Context: an optimization exercise on an open-source flow, tuned for small area and a short achievable clock period. The choices shown serve that exercise and are no tape-out recipe.
The RTL was checked by simulation tests, not by an equivalence proof against the original design.
No activity file was given, so power comes from the tool's default toggle rates.

== run 1 ==
## mul_simd_top
module mul_simd_top
(
   input  logic        clk,
   input  logic        rst_n,
   input  logic        in_valid,
   input  logic [1:0]  op,
   input  logic [31:0] a,
   input  logic [31:0] b,
   output logic        out_valid,
   output logic [63:0] result
);
Size in the first run: ~2100 cells after synthesis, roughly 130 I/O pins, roughly 20000 µm² of cells after synthesis.
clock: 9.5 ns
lec_check: 0
cap_margin: 20
core_margin: 2
core_utilization: 65
cts_buf_list: sky130_fd_sc_hd__clkbuf_8 sky130_fd_sc_hd__clkbuf_16
cts_cluster_diameter: 100
cts_cluster_size: 24
place_density: 0.75
slew_margin: 20
standard.sh (not shown) runs the stock make flow with config.mk's settings and CLKGATE_MAP_FILE= SYNTH_SCRIPT=/design/flow/synth_recipe.tcl, a recipe that flattens the netlist after the stock synthesis.
==> flow/flow/run.sh <==
#!/bin/bash
# Own layout flow: the standard synthesis unchanged, then
#  - (if POLARITY=1) flow/polarity.py removes inverters between full-adder
#    cells of the synthesized netlist by choosing each adder's polarity
#    (registers, ports and the function are unchanged),
#  - the standard ORFS steps with a few resizer settings changed (knobs.sh):
#    port buffers are buf cells (the default pick is a slow delay buffer),
#    the resizer may swap cells across footprints, and repair_timing aims for
#    extra setup slack.
# Each step's full output goes to a log file in this folder.
set -euo pipefail
cd "$(dirname "$0")/.."
source flow/knobs.sh
R=orfs/results/sky130hd/mul_simd_top/base
bash standard.sh synth > flow_synth.log 2>&1
if [[ "${POLARITY:-0}" == 1 ]]; then
  cp $R/1_2_yosys.v flow_synth_netlist.v
  python3 flow/polarity.py $R/1_2_yosys.v > flow_polarity.log 2>&1
  rm -f $R/1_synth.odb $R/1_synth.sdc
fi
bash standard.sh "${KNOBS[@]}" finish > flow_layout.log 2>&1
==> flow/flow/knobs.sh <==
POLARITY=1
KNOBS=(
  MATCH_CELL_FOOTPRINT=0
  "BUFFER_PORTS_ARGS=-buffer_cell sky130_fd_sc_hd__buf_2"
  SETUP_SLACK_MARGIN=5.2
)
Other scripts of this flow, unchanged in this note and not shown: flow/flow/polarity.py
Here is what was changed in the inputs of run 2 compared with run 1.
Settings: PLACE_DENSITY: 0.75 -> unset; CORE_UTILIZATION: 65 -> 60.
==> flow/flow/knobs.sh <==
POLARITY=1
KNOBS=(
  MATCH_CELL_FOOTPRINT=0
  "BUFFER_PORTS_ARGS=-buffer_cell sky130_fd_sc_hd__buf_2"
  SETUP_SLACK_MARGIN=5.35
)
Notes after the runs:
Global-route usage in run 2 vs run 1: down 1.6 points
Run 2 reached the final stage; the timing, design-rule and antenna checks on its layout passed.
Going from run 1 to run 2, the die area was enlarged.
Leakage power on run 2 is behind run 1.
Instance count of the mapped netlist came out exactly the same in run 1 and run 2.
Detailed-route via count delta (run 1 -> run 2): insignificant
Inputs modified between run 2 and run 3:
Settings: CTS_CLUSTER_DIAMETER no longer set, was 100; CTS_BUF_LIST no longer set, was sky130_fd_sc_hd__clkbuf_8 sky130_fd_sc_hd__clkbuf_16; CTS_CLUSTER_SIZE no longer set, was 24.
==> flow/flow/knobs.sh <==
POLARITY=1
KNOBS=(
  MATCH_CELL_FOOTPRINT=0
  "BUFFER_PORTS_ARGS=-buffer_cell sky130_fd_sc_hd__buf_2"
  SETUP_SLACK_MARGIN=5.2
)
## What came out
- Against run 2, run 3 comes in 1.1 points lower on ratio of cells with drive above 1 in the final layout.
- From run 2 to run 3 the numbers moved as follows: worst slew slack as a fraction of its limit neither gained nor lost much, core utilization picked up an extra 0.55 points.
- Between run 3 and run 2, the global-route total usage across every layer is higher for run 3.
- Changes observed in run 3 relative to run 2: count of clock-buffer cells in the layout rose by 21, area growth from synthesis to final layout rose by 0.90 points.
- Per the comparison of run 3 with run 2, total power saw an increase, sequential power saw little to no change, clock latency at the later pin of the worst-skew pair saw an increase.
- Status: number of vias in the routed layout parity (run 2, run 3)
- The clock skew on run 3 is in line with that on run 2.


Another version of the RTL of mul_simd_top (not shown whole).
Size in the first run: ~130 I/O pins, about 20000 µm² of cells after synthesis.
Settings: LEC_CHECK=0, CAP_MARGIN=20, CORE_MARGIN=2, CORE_UTILIZATION=60, SLEW_MARGIN=20; clock period 9.5 ns.
==> flow/flow/knobs.sh <==
POLARITY=1
KNOBS=(
  MATCH_CELL_FOOTPRINT=0
  "BUFFER_PORTS_ARGS=-buffer_cell sky130_fd_sc_hd__buf_2"
  SETUP_SLACK_MARGIN=5.2
)
Scripts as last shown in full above: flow/flow/run.sh
Other scripts of this flow, unchanged in this note and not shown: flow/flow/polarity.py
The baseline completed with no timing, DRC or antenna violations.
Change:
--- a/flow/flow/knobs.sh
+++ b/flow/flow/knobs.sh
@@ -5 +5 @@
-  SETUP_SLACK_MARGIN=5.2
+  SETUP_SLACK_MARGIN=4.7
After rerunning:
- routed wire length went down by about 1.5%
- clock-buffer cell count is unchanged
- die area does not change
- cell count went down by 0.55%
- register-to-register slack is worse by 0.47 ns
- design area went down by 2.0%
- synthesized area does not change
- worst setup slack is worse by 0.36 ns
- via count went down by about 1.1%
Change:
--- a/flow/flow/knobs.sh
+++ b/flow/flow/knobs.sh
@@ -5 +5 @@
-  SETUP_SLACK_MARGIN=4.7
+  SETUP_SLACK_MARGIN=5.2
--- a/flow/config.mk
+++ b/flow/config.mk
@@ -10,0 +11,3 @@
+export CTS_BUF_LIST = sky130_fd_sc_hd__clkbuf_8 sky130_fd_sc_hd__clkbuf_16
+export CTS_CLUSTER_DIAMETER = 100
+export CTS_CLUSTER_SIZE = 30
Effect:
- power went down by 4.9%
- clock skew went up by 0.012 ns
- final area went down by 0.54%
- die area stays the same
- via count stays flat
- first-iteration DRC count went up by 2.7%
- wire length went up by 0.93%
- critical path depth went down by 5
- worst setup slack gains 0.36 ns
- utilization went down by 0.36 points
- combinational power went up by about 1%
Change:
--- a/flow/flow/knobs.sh
+++ b/flow/flow/knobs.sh
@@ -5 +5 @@
-  SETUP_SLACK_MARGIN=5.2
+  SETUP_SLACK_MARGIN=5.4
--- a/flow/config.mk
+++ b/flow/config.mk
@@ -11,3 +10,0 @@
-export CTS_BUF_LIST = sky130_fd_sc_hd__clkbuf_8 sky130_fd_sc_hd__clkbuf_16
-export CTS_CLUSTER_DIAMETER = 100
-export CTS_CLUSTER_SIZE = 30
Result:
- The new run completed with no timing, DRC or antenna violations
- synthesized cell count is unchanged
- critical path depth stays the same
- non-clock buffer count rose by 52
- total power rose by 9.2%
- fmax rose by about 2%
- global-route usage rose by 0.89 points
- combinational power rose by about 3%

==> port drivers added, routing unchanged <==
The flow's constraints put no driver on any port. The routed layouts listed below were extracted and timed again, unchanged, in two steps.
Step 1, drivers: a clkbuf_16 drives clk and a buf_2 each remaining input, both assumed.
Step 2 also shifts input and output timing later by t, the mid clock arrival at the registers, as if the neighbouring blocks saw the same clock.
a / b / c = ideal / step 1 / step 2; a / b = the first two.
run | shift t [ns] | setup WS [ns] | clock arrival spread, ns | slew at the worst register clock pin (ns)
run 1 | 0.560 | 5.336 / 5.336 / 5.270 | 0.033 / 0.033 | 0.09 / 0.09
run 2 | 0.550 | 5.436 / 5.388 / 5.337 | 0.014 / 0.014 | 0.09 / 0.09
run 3 | 0.612 | 5.325 / 5.308 / 5.239 | 0.014 / 0.014 | 0.07 / 0.07
the first run of note 2 | 0.602 | 5.238 / 5.183 / 5.141 | 0.018 / 0.018 | 0.06 / 0.06
the second run of note 2 | 0.599 | 4.877 / 4.877 / 4.877 | 0.015 / 0.016 | 0.06 / 0.06
the third run of note 2 | 0.568 | 5.235 / 5.181 / 5.170 | 0.025 / 0.024 | 0.12 / 0.12
the fourth run of note 2 | 0.607 | 5.315 / 5.262 / 5.536 | 0.030 / 0.030 | 0.07 / 0.07
After both steps setup and hold are still met in every run listed. For run 2, which loses most, drivers alone change the setup slack by -0.048 ns; drivers and shift together by -0.099 ns.
